This design comes from an exercise in tuning for small area, a short achievable clock period and few clock cycles on the open sky130 flow, not from production work. RTL that was checked went through simulation tests only; none was proved equivalent to the original. Power figures rest on the tool's default switching activity, not on a simulated workload.

==> run A: inputs <==
// multicycle_core
module multicycle_core #(
  parameter int DATA_W     = 32,
  parameter int IMEM_DEPTH = 16,
  parameter int DMEM_DEPTH = 16,
  parameter int MAX_INSTR  = 256
) (
  input  logic                          clk,
  input  logic                          rst,
  input  logic                          start,
  output logic                          busy,
  output logic                          done,
  output logic                          err,
  input  logic                          imem_we,
  input  logic [$clog2(IMEM_DEPTH)-1:0] imem_addr,
  input  logic [33:0]                   imem_wdata,
  output logic [$clog2(IMEM_DEPTH)-1:0] pc,
  input  logic [4:0]                    probe_reg_addr,
  output logic [DATA_W-1:0]             probe_reg_data,
  input  logic [$clog2(DMEM_DEPTH)-1:0] probe_dm_addr,
  output logic [DATA_W-1:0]             probe_dm_data
);
  localparam int c_IMEM_AW = $clog2(IMEM_DEPTH);
  localparam int c_DMEM_AW = $clog2(DMEM_DEPTH);
  localparam int c_CNT_W   = $clog2(MAX_INSTR + 1);
  logic                  r_busy;
  logic                  r_done;
  logic                  r_err;
  logic [c_IMEM_AW-1:0]  r_pc;      
  logic [c_CNT_W-1:0]    r_cnt;     
  logic [33:0]           r_ir;      
  logic                  r_go;      
  logic                  r_halt;    
  logic                  r_e_go;
  logic                  r_e_wen;       
  logic                  r_e_mem_write;
  logic                  r_e_load;      
  logic [2:0]            r_e_alu_ctl;
  logic [4:0]            r_e_dest;
  logic [DATA_W-1:0]     r_e_a;
  logic [DATA_W-1:0]     r_e_rt;        
  logic                  r_e_alu_src;   
  logic [15:0]           r_e_imm;
  logic [DATA_W-1:0]     r_e_b;         
  logic [c_DMEM_AW-1:0]  r_e_dm_addr;   
  logic [33:0]           r_imem [IMEM_DEPTH];
  logic [DATA_W-1:0]     r_rf   [1:31];
  logic [31:1]           r_rf_v;
  logic [DATA_W-1:0]     r_dmem [DMEM_DEPTH];
  logic [DMEM_DEPTH-1:0] r_dm_v;
  logic [c_IMEM_AW-1:0]  w_fetch_addr;
  logic [33:0]           w_fetch;
  logic                  w_fetch_halt;
  logic [IMEM_DEPTH-1:0] w_sel_f;
  always_ff @(posedge clk) begin
    if (imem_we && !r_busy) begin
      r_imem[imem_addr] <= imem_wdata;
    end
  end
  assign w_fetch_addr = r_busy ? r_pc : '0;
  always_comb begin
    for (int j = 0; j < IMEM_DEPTH; j++) begin
  ...
==> flow/config.mk <==
export PLATFORM = sky130hd
export DESIGN_NAME = multicycle_core
export DESIGN_NICKNAME = multicycle_core
export VERILOG_FILES = /design/flow/design.v
export SDC_FILE = /design/flow/constraint.sdc
export NUM_CORES = 4
export LEC_CHECK = 0
export ABC_CLOCK_PERIOD_IN_PS = 5000
export CAP_MARGIN = 20
export CELL_PAD_IN_SITES_GLOBAL_PLACEMENT = 2
export CORE_MARGIN = 2
export CORE_UTILIZATION = 60
export CTS_BUF_LIST = sky130_fd_sc_hd__clkbuf_16
export CTS_CLUSTER_DIAMETER = 95
export CTS_CLUSTER_SIZE = 26
export PLACE_DENSITY = 0.75
export SETUP_SLACK_MARGIN = 5
export SLEW_MARGIN = 20
export SYNTH_HIERARCHICAL = 1
export SYNTH_MINIMUM_KEEP_SIZE = 0
==> flow/constraint.sdc <==
create_clock -name core_clock -period 12.0 [get_ports {clk}]
set_input_delay 2.4000 -clock core_clock [delete_from_list [all_inputs] [get_ports {clk}]]
set_output_delay 2.4000 -clock core_clock [all_outputs]
set_load 0.01 [all_outputs]
run.sh (not shown) runs the stock make flow with config.mk's settings and CLKGATE_MAP_FILE= SYNTH_SCRIPT=/design/flow/synth_recipe.tcl, a recipe that flattens the netlist after the stock synthesis.
==> run C: changes against run A <==
--- a/flow/design.v
+++ b/flow/design.v
@@ -33,20 +33,18 @@
   logic                  r_halt;    
   logic                  r_e_go;
   logic                  r_e_wen;       
   logic                  r_e_mem_write;
   logic                  r_e_load;      
   logic [2:0]            r_e_alu_ctl;
   logic [4:0]            r_e_dest;
   logic [DATA_W-1:0]     r_e_a;
-  logic [DATA_W-1:0]     r_e_rt;        
-  logic                  r_e_alu_src;   
-  logic [15:0]           r_e_imm;
   logic [DATA_W-1:0]     r_e_b;         
+  logic [DATA_W-1:0]     r_e_st;        
   logic [c_DMEM_AW-1:0]  r_e_dm_addr;   
   logic [33:0]           r_imem [IMEM_DEPTH];
   logic [DATA_W-1:0]     r_rf   [1:31];
   logic [31:1]           r_rf_v;
   logic [DATA_W-1:0]     r_dmem [DMEM_DEPTH];
   logic [DMEM_DEPTH-1:0] r_dm_v;
   logic [c_IMEM_AW-1:0]  w_fetch_addr;
   logic [33:0]           w_fetch;
@@ -75,38 +73,47 @@
   logic [4:0]            w_rt;
   logic [4:0]            w_dest;
   logic [DATA_W-1:0]     w_ra;
   logic [DATA_W-1:0]     w_rb;
   logic [DATA_W-1:0]     w_wb_data;
   logic [DATA_W-1:0]     w_opa;
   logic [DATA_W-1:0]     w_opb;
   logic [DATA_W-1:0]     w_bop;
-  logic [31:1]           w_sel_a;
+  logic [31:1]           w_sel_a_lo;    
+  logic [31:1]           w_sel_a_hi;    
+  logic [31:1]           w_gr_a;        
+  logic [31:1]           w_gp_a;        
   logic [31:1]           w_sel_b;
   logic [3:0]            w_pa_lo;   
   logic [7:0]            w_pa_hi;   
   assign w_rs   = r_ir[25:21];
   assign w_rt   = r_ir[20:16];
   assign w_dest = r_ir[31] ? r_ir[15:11] : r_ir[20:16];
   always_comb begin
     for (int k = 0; k < 4; k++) w_pa_lo[k] = (probe_reg_addr[1:0] == 2'(k));
     for (int k = 0; k < 8; k++) w_pa_hi[k] = (probe_reg_addr[4:2] == 3'(k));
     for (int i = 1; i < 32; i++) begin
-      w_sel_a[i] = (r_rf_v[i] && r_busy && (w_rs == 5'(i))) ||
-                   (r_rf_v[i] && !r_busy && w_pa_lo[i % 4] && w_pa_hi[i / 4]);
+      w_gr_a[i]  = r_rf_v[i] && r_busy && (w_rs == 5'(i));
+      w_gp_a[i]  = r_rf_v[i] && !r_busy;
       w_sel_b[i] = r_rf_v[i] && (w_rt == 5'(i));
     end
   end
+  for (genvar i = 1; i < 32; i++) begin : g_sel_a
+    mc_a31o u_lo (.a1(w_pa_lo[i % 4]), .a2(w_pa_hi[i / 4]), .a3(w_gp_a[i]), .b1(w_gr_a[i]),
+                  .y(w_sel_a_lo[i]));
+    mc_a31o u_hi (.a1(w_pa_lo[i % 4]), .a2(w_pa_hi[i / 4]), .a3(w_gp_a[i]), .b1(w_gr_a[i]),
+                  .y(w_sel_a_hi[i]));
+  end
   for (genvar b = 0; b < DATA_W; b++) begin : g_rf_rd
     logic [31:1] w_col;
     always_comb begin
       for (int i = 1; i < 32; i++) w_col[i] = r_rf[i][b];
     end
-    mc_ao31_fast u_ra (.d(w_col), .s(w_sel_a), .y(w_ra[b]));
+    mc_ao31_fast u_ra (.d(w_col), .s((b < DATA_W / 2) ? w_sel_a_lo : w_sel_a_hi), .y(w_ra[b]));
     mc_ao31      u_rb (.d(w_col), .s(w_sel_b), .y(w_rb[b]));
   end
   logic                  w_fwd_a;
   logic                  w_fwd_b;
   assign w_fwd_a = r_e_go && r_e_wen && (r_e_dest == w_rs);
   assign w_fwd_b = r_e_go && r_e_wen && (r_e_dest == w_rt);
   assign w_opa   = w_fwd_a ? w_wb_data : w_ra;
   assign w_opb   = w_fwd_b ? w_wb_data : w_rb;
@@ -129,17 +136,16 @@
       endcase
     end
   end
   assign w_d_dm_addr = w_lt ? w_d_dm_addr_lt[1] : w_d_dm_addr_lt[0];
   logic [DATA_W-1:0]     w_sum;
   logic                  w_lt;
   logic [DATA_W-1:0]     w_alu_y;
   logic                  w_is_slt;
-  assign r_e_b    = r_e_alu_src ? DATA_W'($signed(r_e_imm)) : r_e_rt;
   assign w_sum    = r_e_a + (r_e_alu_ctl[2] ? ~r_e_b : r_e_b) + DATA_W'(r_e_alu_ctl[2]);
   assign w_lt     = (r_e_a[DATA_W-1] != r_e_b[DATA_W-1]) ? r_e_a[DATA_W-1] : w_sum[DATA_W-1];
   assign w_is_slt = (r_e_alu_ctl == 3'b111);
   always_comb begin
     case (r_e_alu_ctl)
       3'b000:  w_alu_y = r_e_a & r_e_b;
       3'b001:  w_alu_y = r_e_a | r_e_b;
       3'b010:  w_alu_y = w_sum;
@@ -148,29 +154,42 @@
       default: w_alu_y = '0;
     endcase
   end
   logic [c_DMEM_AW-1:0]  w_dm_raddr;
   logic [DATA_W-1:0]     w_dm_rd;
   logic [DATA_W-1:0]     w_dm_word1;
   logic [DATA_W-1:0]     w_load;
   logic [c_DMEM_AW-1:0]  w_dm_idx;
-  logic [DMEM_DEPTH-1:0] w_sel_d;
-  assign w_dm_raddr = r_busy ? r_e_dm_addr : probe_dm_addr;
+  logic [DMEM_DEPTH-1:0] w_sel_d_lo;    
+  logic [DMEM_DEPTH-1:0] w_sel_d_hi;    
+  logic [DMEM_DEPTH-1:0] w_gr_d;        
+  logic [DMEM_DEPTH-1:0] w_gp_d;        
+  logic [3:0]            w_pd_lo;       
+  logic [3:0]            w_pd_hi;       
   always_comb begin
+    for (int k = 0; k < 4; k++) w_pd_lo[k] = (probe_dm_addr[1:0] == 2'(k));
+    for (int k = 0; k < 4; k++) w_pd_hi[k] = (probe_dm_addr[3:2] == 2'(k));
     for (int j = 0; j < DMEM_DEPTH; j++) begin
-      w_sel_d[j] = r_dm_v[j] && (w_dm_raddr == c_DMEM_AW'(j));
+      w_gr_d[j] = r_dm_v[j] && r_busy && (r_e_dm_addr == c_DMEM_AW'(j));
+      w_gp_d[j] = r_dm_v[j] && !r_busy;
     end
   end
+  for (genvar j = 0; j < DMEM_DEPTH; j++) begin : g_sel_d
+    mc_a31o u_lo (.a1(w_pd_lo[j % 4]), .a2(w_pd_hi[j / 4]), .a3(w_gp_d[j]), .b1(w_gr_d[j]),
+                  .y(w_sel_d_lo[j]));
+    mc_a31o u_hi (.a1(w_pd_lo[j % 4]), .a2(w_pd_hi[j / 4]), .a3(w_gp_d[j]), .b1(w_gr_d[j]),
+                  .y(w_sel_d_hi[j]));
+  end
   for (genvar b = 0; b < DATA_W; b++) begin : g_dm_rd
     logic [DMEM_DEPTH-1:0] w_col;
     always_comb begin
       for (int j = 0; j < DMEM_DEPTH; j++) w_col[j] = r_dmem[j][b];
     end
-    mc_ao16 u_rd (.d(w_col), .s(w_sel_d), .y(w_dm_rd[b]));
+    mc_ao16_fast u_rd (.d(w_col), .s((b < DATA_W / 2) ? w_sel_d_lo : w_sel_d_hi), .y(w_dm_rd[b]));
   end
   assign w_dm_word1 = r_dmem[1] & {DATA_W{r_dm_v[1]}};
   assign w_load     = (w_is_slt && w_lt) ? w_dm_word1 : w_dm_rd;
   assign w_dm_idx   = w_is_slt ? c_DMEM_AW'(w_lt) : r_e_dm_addr;
   assign w_wb_data  = r_e_load ? w_load : w_alu_y;
   logic [c_DMEM_AW-1:0]  w_wb_lo_lt [2];
   logic [c_DMEM_AW-1:0]  w_alu_lo_nslt;
   always_comb begin
@@ -192,17 +211,17 @@
   always_ff @(posedge clk) begin
     for (int i = 1; i < 32; i++) begin
       if (r_e_go && r_e_wen && (r_e_dest == 5'(i))) begin
         r_rf[i] <= w_wb_data;
       end
     end
     for (int j = 0; j < DMEM_DEPTH; j++) begin
       if (r_e_go && r_e_mem_write && (w_dm_idx == c_DMEM_AW'(j))) begin
-        r_dmem[j] <= r_e_rt;
+        r_dmem[j] <= r_e_st;
       end
     end
   end
   always_ff @(posedge clk or posedge rst) begin
     if (rst) begin
       r_rf_v <= '0;
       r_dm_v <= '0;
     end else begin
@@ -215,19 +234,18 @@
         if (r_e_go && r_e_mem_write && (w_dm_idx == c_DMEM_AW'(j))) begin
           r_dm_v[j] <= 1'b1;
         end
       end
     end
   end
   always_ff @(posedge clk) begin
     r_e_a         <= w_opa;
-    r_e_rt        <= w_opb;
-    r_e_alu_src   <= r_ir[30];
-    r_e_imm       <= r_ir[15:0];
+    r_e_b         <= w_bop;
+    r_e_st        <= w_opb;
     r_e_dm_addr   <= w_d_dm_addr;
     r_e_wen       <= r_ir[33] && (w_dest != 5'd0);
     r_e_mem_write <= r_ir[32];
     r_e_load      <= r_ir[26] && !r_ir[32];
     r_e_alu_ctl   <= r_ir[29:27];
     r_e_dest      <= w_dest;
   end
   logic w_issue;    
@@ -284,35 +302,38 @@
   input  logic [30:0] s,
   output logic        y
 );
   logic [3:0] l2;
   logic [1:0] l3;
   for (genvar k = 0; k < 3; k++) begin : g_l2
     mc_ao8 u (.d(d[8*k +: 8]), .s(s[8*k +: 8]), .y(l2[k]));
   end
-  mc_ao7   u_l2_3 (.d(d[30:24]), .s(s[30:24]), .y(l2[3]));
+  mc_ao8   u_l2_3 (.d({d[30], d[30:24]}), .s({1'b0, s[30:24]}), .y(l2[3]));
   mc_nor2  u_l3_0 (.a(l2[0]), .b(l2[1]), .y(l3[0]));
   mc_nor2  u_l3_1 (.a(l2[2]), .b(l2[3]), .y(l3[1]));
   mc_nand2 u_l4   (.a(l3[0]), .b(l3[1]), .y(y));
 endmodule
+module mc_ao16_fast (
+  input  logic [15:0] d,
+  input  logic [15:0] s,
+  output logic        y
+);
+  logic [1:0] l2;
+  mc_ao8 u_l2_0 (.d(d[7:0]),  .s(s[7:0]),  .y(l2[0]));
+  mc_ao8 u_l2_1 (.d(d[15:8]), .s(s[15:8]), .y(l2[1]));
+  mc_or2 u_l3   (.a(l2[0]), .b(l2[1]), .y(y));
+endmodule
 module mc_ao8 (
   input  logic [7:0] d,
   input  logic [7:0] s,
   output logic       y
 );
   assign y = |(d & s);
 endmodule
-module mc_ao7 (
-  input  logic [6:0] d,
-  input  logic [6:0] s,
-  output logic       y
-);
-  assign y = |(d & s);
-endmodule
 module mc_ao31 (
   input  logic [30:0] d,
   input  logic [30:0] s,
   output logic        y
 );
   logic [10:0] l1;
   logic [2:0]  l2;
   for (genvar k = 0; k < 10; k++) begin : g_l1
@@ -339,16 +360,19 @@
   mc_nand2 u_l1_last (.a(d[15]), .b(s[15]), .y(l1[5]));
   mc_nand3 u_l2_0 (.a(l1[0]), .b(l1[1]), .c(l1[2]), .y(l2[0]));
   mc_nand3 u_l2_1 (.a(l1[3]), .b(l1[4]), .c(l1[5]), .y(l2[1]));
   mc_or2   u_l3   (.a(l2[0]), .b(l2[1]), .y(y));
 endmodule
 module mc_aoi222 (input logic a1, a2, b1, b2, c1, c2, output logic y);
   assign y = !((a1 && a2) || (b1 && b2) || (c1 && c2));
 endmodule
+module mc_a31o (input logic a1, a2, a3, b1, output logic y);
+  assign y = (a1 && a2 && a3) || b1;
+endmodule
 module mc_nand2 (input logic a, b, output logic y);
   assign y = !(a && b);
 endmodule
 module mc_nand3 (input logic a, b, c, output logic y);
   assign y = !(a && b && c);
 endmodule
 module mc_nand4 (input logic a, b, c, d, output logic y);
   assign y = !(a && b && c && d);
CORE_UTILIZATION = 50   (was 60)
CTS_CLUSTER_DIAMETER = 80   (was 95)
CTS_CLUSTER_SIZE = 20   (was 26)
PLACE_DENSITY = 0.65   (was 0.75)
==> run D: changes against run A <==
--- a/flow/design.v
+++ b/flow/design.v
@@ -75,66 +75,62 @@
   logic [4:0]            w_rt;
   logic [4:0]            w_dest;
   logic [DATA_W-1:0]     w_ra;
   logic [DATA_W-1:0]     w_rb;
   logic [DATA_W-1:0]     w_wb_data;
   logic [DATA_W-1:0]     w_opa;
   logic [DATA_W-1:0]     w_opb;
   logic [DATA_W-1:0]     w_bop;
-  logic [31:1]           w_sel_a;
+  logic [31:1]           w_sel_a_lo;    
+  logic [31:1]           w_sel_a_hi;    
+  logic [31:1]           w_gr_a;        
+  logic [31:1]           w_gp_a;        
   logic [31:1]           w_sel_b;
   logic [3:0]            w_pa_lo;   
   logic [7:0]            w_pa_hi;   
   assign w_rs   = r_ir[25:21];
   assign w_rt   = r_ir[20:16];
   assign w_dest = r_ir[31] ? r_ir[15:11] : r_ir[20:16];
   always_comb begin
     for (int k = 0; k < 4; k++) w_pa_lo[k] = (probe_reg_addr[1:0] == 2'(k));
     for (int k = 0; k < 8; k++) w_pa_hi[k] = (probe_reg_addr[4:2] == 3'(k));
     for (int i = 1; i < 32; i++) begin
-      w_sel_a[i] = (r_rf_v[i] && r_busy && (w_rs == 5'(i))) ||
-                   (r_rf_v[i] && !r_busy && w_pa_lo[i % 4] && w_pa_hi[i / 4]);
+      w_gr_a[i]  = r_rf_v[i] && r_busy && (w_rs == 5'(i));
+      w_gp_a[i]  = r_rf_v[i] && !r_busy;
       w_sel_b[i] = r_rf_v[i] && (w_rt == 5'(i));
     end
   end
+  for (genvar i = 1; i < 32; i++) begin : g_sel_a
+    mc_a31o u_lo (.a1(w_pa_lo[i % 4]), .a2(w_pa_hi[i / 4]), .a3(w_gp_a[i]), .b1(w_gr_a[i]),
+                  .y(w_sel_a_lo[i]));
+    mc_a31o u_hi (.a1(w_pa_lo[i % 4]), .a2(w_pa_hi[i / 4]), .a3(w_gp_a[i]), .b1(w_gr_a[i]),
+                  .y(w_sel_a_hi[i]));
+  end
   for (genvar b = 0; b < DATA_W; b++) begin : g_rf_rd
     logic [31:1] w_col;
     always_comb begin
       for (int i = 1; i < 32; i++) w_col[i] = r_rf[i][b];
     end
-    mc_ao31_fast u_ra (.d(w_col), .s(w_sel_a), .y(w_ra[b]));
+    mc_ao31_fast u_ra (.d(w_col), .s((b < DATA_W / 2) ? w_sel_a_lo : w_sel_a_hi), .y(w_ra[b]));
     mc_ao31      u_rb (.d(w_col), .s(w_sel_b), .y(w_rb[b]));
   end
-  logic                  w_fwd_a;
-  logic                  w_fwd_b;
-  assign w_fwd_a = r_e_go && r_e_wen && (r_e_dest == w_rs);
-  assign w_fwd_b = r_e_go && r_e_wen && (r_e_dest == w_rt);
-  assign w_opa   = w_fwd_a ? w_wb_data : w_ra;
-  assign w_opb   = w_fwd_b ? w_wb_data : w_rb;
+  assign w_opa = (r_e_go && r_e_wen && (r_e_dest == w_rs)) ? w_wb_data : w_ra;
+  assign w_opb = (r_e_go && r_e_wen && (r_e_dest == w_rt)) ? w_wb_data : w_rb;
   assign w_bop = r_ir[30] ? DATA_W'($signed(r_ir[15:0])) : w_opb;
   logic [c_DMEM_AW-1:0]  w_d_dm_addr;
-  logic [c_DMEM_AW-1:0]  w_d_dm_addr_lt [2];
   always_comb begin
-    for (int v = 0; v < 2; v++) begin
-      logic [c_DMEM_AW-1:0] a_lo;
-      logic [c_DMEM_AW-1:0] b_lo;
-      a_lo = w_fwd_a ? w_wb_lo_lt[v] : w_ra[c_DMEM_AW-1:0];
-      b_lo = r_ir[30] ? r_ir[c_DMEM_AW-1:0] :
-             (w_fwd_b ? w_wb_lo_lt[v] : w_rb[c_DMEM_AW-1:0]);
-      case (r_ir[29:27])
-        3'b000:  w_d_dm_addr_lt[v] = a_lo & b_lo;
-        3'b001:  w_d_dm_addr_lt[v] = a_lo | b_lo;
-        3'b010:  w_d_dm_addr_lt[v] = a_lo + b_lo;
-        3'b110:  w_d_dm_addr_lt[v] = a_lo - b_lo;
-        default: w_d_dm_addr_lt[v] = '0;
-      endcase
-    end
+    case (r_ir[29:27])
+      3'b000:  w_d_dm_addr = w_opa[c_DMEM_AW-1:0] & w_bop[c_DMEM_AW-1:0];
+      3'b001:  w_d_dm_addr = w_opa[c_DMEM_AW-1:0] | w_bop[c_DMEM_AW-1:0];
+      3'b010:  w_d_dm_addr = w_opa[c_DMEM_AW-1:0] + w_bop[c_DMEM_AW-1:0];
+      3'b110:  w_d_dm_addr = w_opa[c_DMEM_AW-1:0] - w_bop[c_DMEM_AW-1:0];
+      default: w_d_dm_addr = '0;
+    endcase
   end
-  assign w_d_dm_addr = w_lt ? w_d_dm_addr_lt[1] : w_d_dm_addr_lt[0];
   logic [DATA_W-1:0]     w_sum;
   logic                  w_lt;
   logic [DATA_W-1:0]     w_alu_y;
   logic                  w_is_slt;
   assign r_e_b    = r_e_alu_src ? DATA_W'($signed(r_e_imm)) : r_e_rt;
   assign w_sum    = r_e_a + (r_e_alu_ctl[2] ? ~r_e_b : r_e_b) + DATA_W'(r_e_alu_ctl[2]);
   assign w_lt     = (r_e_a[DATA_W-1] != r_e_b[DATA_W-1]) ? r_e_a[DATA_W-1] : w_sum[DATA_W-1];
   assign w_is_slt = (r_e_alu_ctl == 3'b111);
@@ -148,52 +144,47 @@
       default: w_alu_y = '0;
     endcase
   end
   logic [c_DMEM_AW-1:0]  w_dm_raddr;
   logic [DATA_W-1:0]     w_dm_rd;
   logic [DATA_W-1:0]     w_dm_word1;
   logic [DATA_W-1:0]     w_load;
   logic [c_DMEM_AW-1:0]  w_dm_idx;
-  logic [DMEM_DEPTH-1:0] w_sel_d;
-  assign w_dm_raddr = r_busy ? r_e_dm_addr : probe_dm_addr;
+  logic [DMEM_DEPTH-1:0] w_sel_d_lo;    
+  logic [DMEM_DEPTH-1:0] w_sel_d_hi;    
+  logic [DMEM_DEPTH-1:0] w_gr_d;        
+  logic [DMEM_DEPTH-1:0] w_gp_d;        
+  logic [3:0]            w_pd_lo;       
+  logic [3:0]            w_pd_hi;       
   always_comb begin
+    for (int k = 0; k < 4; k++) w_pd_lo[k] = (probe_dm_addr[1:0] == 2'(k));
+    for (int k = 0; k < 4; k++) w_pd_hi[k] = (probe_dm_addr[3:2] == 2'(k));
     for (int j = 0; j < DMEM_DEPTH; j++) begin
-      w_sel_d[j] = r_dm_v[j] && (w_dm_raddr == c_DMEM_AW'(j));
+      w_gr_d[j] = r_dm_v[j] && r_busy && (r_e_dm_addr == c_DMEM_AW'(j));
+      w_gp_d[j] = r_dm_v[j] && !r_busy;
     end
   end
+  for (genvar j = 0; j < DMEM_DEPTH; j++) begin : g_sel_d
+    mc_a31o u_lo (.a1(w_pd_lo[j % 4]), .a2(w_pd_hi[j / 4]), .a3(w_gp_d[j]), .b1(w_gr_d[j]),
+                  .y(w_sel_d_lo[j]));
+    mc_a31o u_hi (.a1(w_pd_lo[j % 4]), .a2(w_pd_hi[j / 4]), .a3(w_gp_d[j]), .b1(w_gr_d[j]),
+                  .y(w_sel_d_hi[j]));
+  end
   for (genvar b = 0; b < DATA_W; b++) begin : g_dm_rd
     logic [DMEM_DEPTH-1:0] w_col;
     always_comb begin
       for (int j = 0; j < DMEM_DEPTH; j++) w_col[j] = r_dmem[j][b];
     end
-    mc_ao16 u_rd (.d(w_col), .s(w_sel_d), .y(w_dm_rd[b]));
+    mc_ao16_fast u_rd (.d(w_col), .s((b < DATA_W / 2) ? w_sel_d_lo : w_sel_d_hi), .y(w_dm_rd[b]));
   end
   assign w_dm_word1 = r_dmem[1] & {DATA_W{r_dm_v[1]}};
   assign w_load     = (w_is_slt && w_lt) ? w_dm_word1 : w_dm_rd;
   assign w_dm_idx   = w_is_slt ? c_DMEM_AW'(w_lt) : r_e_dm_addr;
   assign w_wb_data  = r_e_load ? w_load : w_alu_y;
-  logic [c_DMEM_AW-1:0]  w_wb_lo_lt [2];
-  logic [c_DMEM_AW-1:0]  w_alu_lo_nslt;
-  always_comb begin
-    case (r_e_alu_ctl)
-      3'b000:  w_alu_lo_nslt = r_e_a[c_DMEM_AW-1:0] & r_e_b[c_DMEM_AW-1:0];
-      3'b001:  w_alu_lo_nslt = r_e_a[c_DMEM_AW-1:0] | r_e_b[c_DMEM_AW-1:0];
-      3'b010:  w_alu_lo_nslt = w_sum[c_DMEM_AW-1:0];
-      3'b110:  w_alu_lo_nslt = w_sum[c_DMEM_AW-1:0];
-      default: w_alu_lo_nslt = '0;
-    endcase
-    for (int v = 0; v < 2; v++) begin
-      if (r_e_load) begin
-        w_wb_lo_lt[v] = (w_is_slt && v == 1) ? w_dm_word1[c_DMEM_AW-1:0] : w_dm_rd[c_DMEM_AW-1:0];
-      end else begin
-        w_wb_lo_lt[v] = w_is_slt ? c_DMEM_AW'(v) : w_alu_lo_nslt;
-      end
-    end
-  end
   always_ff @(posedge clk) begin
     for (int i = 1; i < 32; i++) begin
       if (r_e_go && r_e_wen && (r_e_dest == 5'(i))) begin
         r_rf[i] <= w_wb_data;
       end
     end
     for (int j = 0; j < DMEM_DEPTH; j++) begin
       if (r_e_go && r_e_mem_write && (w_dm_idx == c_DMEM_AW'(j))) begin
@@ -289,16 +280,26 @@
   for (genvar k = 0; k < 3; k++) begin : g_l2
     mc_ao8 u (.d(d[8*k +: 8]), .s(s[8*k +: 8]), .y(l2[k]));
   end
   mc_ao7   u_l2_3 (.d(d[30:24]), .s(s[30:24]), .y(l2[3]));
   mc_nor2  u_l3_0 (.a(l2[0]), .b(l2[1]), .y(l3[0]));
   mc_nor2  u_l3_1 (.a(l2[2]), .b(l2[3]), .y(l3[1]));
   mc_nand2 u_l4   (.a(l3[0]), .b(l3[1]), .y(y));
 endmodule
+module mc_ao16_fast (
+  input  logic [15:0] d,
+  input  logic [15:0] s,
+  output logic        y
+);
+  logic [1:0] l2;
+  mc_ao8 u_l2_0 (.d(d[7:0]),  .s(s[7:0]),  .y(l2[0]));
+  mc_ao8 u_l2_1 (.d(d[15:8]), .s(s[15:8]), .y(l2[1]));
+  mc_or2 u_l3   (.a(l2[0]), .b(l2[1]), .y(y));
+endmodule
 module mc_ao8 (
   input  logic [7:0] d,
   input  logic [7:0] s,
   output logic       y
 );
   assign y = |(d & s);
 endmodule
 module mc_ao7 (
@@ -339,16 +340,19 @@
   mc_nand2 u_l1_last (.a(d[15]), .b(s[15]), .y(l1[5]));
   mc_nand3 u_l2_0 (.a(l1[0]), .b(l1[1]), .c(l1[2]), .y(l2[0]));
   mc_nand3 u_l2_1 (.a(l1[3]), .b(l1[4]), .c(l1[5]), .y(l2[1]));
   mc_or2   u_l3   (.a(l2[0]), .b(l2[1]), .y(y));
 endmodule
 module mc_aoi222 (input logic a1, a2, b1, b2, c1, c2, output logic y);
   assign y = !((a1 && a2) || (b1 && b2) || (c1 && c2));
 endmodule
+module mc_a31o (input logic a1, a2, a3, b1, output logic y);
+  assign y = (a1 && a2 && a3) || b1;
+endmodule
 module mc_nand2 (input logic a, b, output logic y);
   assign y = !(a && b);
 endmodule
 module mc_nand3 (input logic a, b, c, output logic y);
   assign y = !(a && b && c);
 endmodule
 module mc_nand4 (input logic a, b, c, d, output logic y);
   assign y = !(a && b && c && d);
==> flow/flow/run.sh (new file) <==
#!/bin/bash
set -euo pipefail
MARGIN=${MARGIN:-6.8}
bash standard.sh SETUP_SLACK_MARGIN=$MARGIN MATCH_CELL_FOOTPRINT=0 finish > standard.log 2>&1
==> flow/standard.sh (new file) <==
#!/bin/bash
# synth_recipe.tcl (not shown) runs the flow's synth.tcl, then flattens the netlist and writes it again
# the make line also repeats each setting of config.mk as NAME=value (left out here)
make -C /OpenROAD-flow-scripts/flow DESIGN_CONFIG=/design/flow/config.mk WORK_HOME=/design/flow/orfs CLKGATE_MAP_FILE= SYNTH_SCRIPT=/design/flow/synth_recipe.tcl "${@:-finish}"
CORE_UTILIZATION = 50   (was 60)
CTS_CLUSTER_DIAMETER = 80   (was 95)
CTS_CLUSTER_SIZE = 20   (was 26)
PLACE_DENSITY = 0.65   (was 0.75)
SETUP_SLACK_MARGIN = default   (was 5)
removed: flow/run.sh
==> summary of the runs <==
- In run A the cell count is lower than in run D, by about 11%.
- Between run A and run D, the lower count of clock-buffer cells in the layout is in run A (gap 47).
- In flip-flop and latch count, run D and run A do not differ.
- In run A the synthesized cell count is smaller than in run C, by 6.1%.
- Of run C and run A, run A has the higher first-iteration DRC count (gap 8.3%, measured against run A).
- Of run C and run A, run C has the higher clock power (gap about 32%, measured against run A).
Testbench counts of run A, summed over its fixed seeds: cycles 31,375.
Testbench counts of run C, summed over its fixed seeds: cycles 31,375.
Only the layout flow was run in run D; the RTL was not checked for function there.

afterwards: timing with drivers on the ports:
The flow's constraints put no driver on any port. The routed layouts listed below were extracted and timed again, unchanged, in two steps.
Step 1 sets driving cells, clkbuf_16 on the clock port and buf_2 on the other inputs (assumed; they add their load-dependent delay and slew).
Step 2 adds t to the input delays and takes it off the output delays; t is the mean of the earliest and latest rising clock arrival at the registers after step 1. Input paths then give back, and output paths get back, about the clock's delay inside the block.
a / b / c = ideal ports / drivers / drivers and shift; a / b = the first two.
| run | t (ns) | slack for setup (ns) | clock arrival spread, ns |
|---|---|---|---|
| run A | 0.847 | 4.977 / 4.917 / 4.616 | 0.043 / 0.044 |
| run C | 0.903 | 4.960 / 4.936 / 4.866 | 0.028 / 0.029 |
| run D | 0.909 | 4.979 / 4.940 / 4.044 | 0.036 / 0.036 |
After both steps setup and hold are still met in every run listed. The setup slack of run D, which loses most, moves by -0.039 ns with the drivers and by -0.935 ns with both steps.
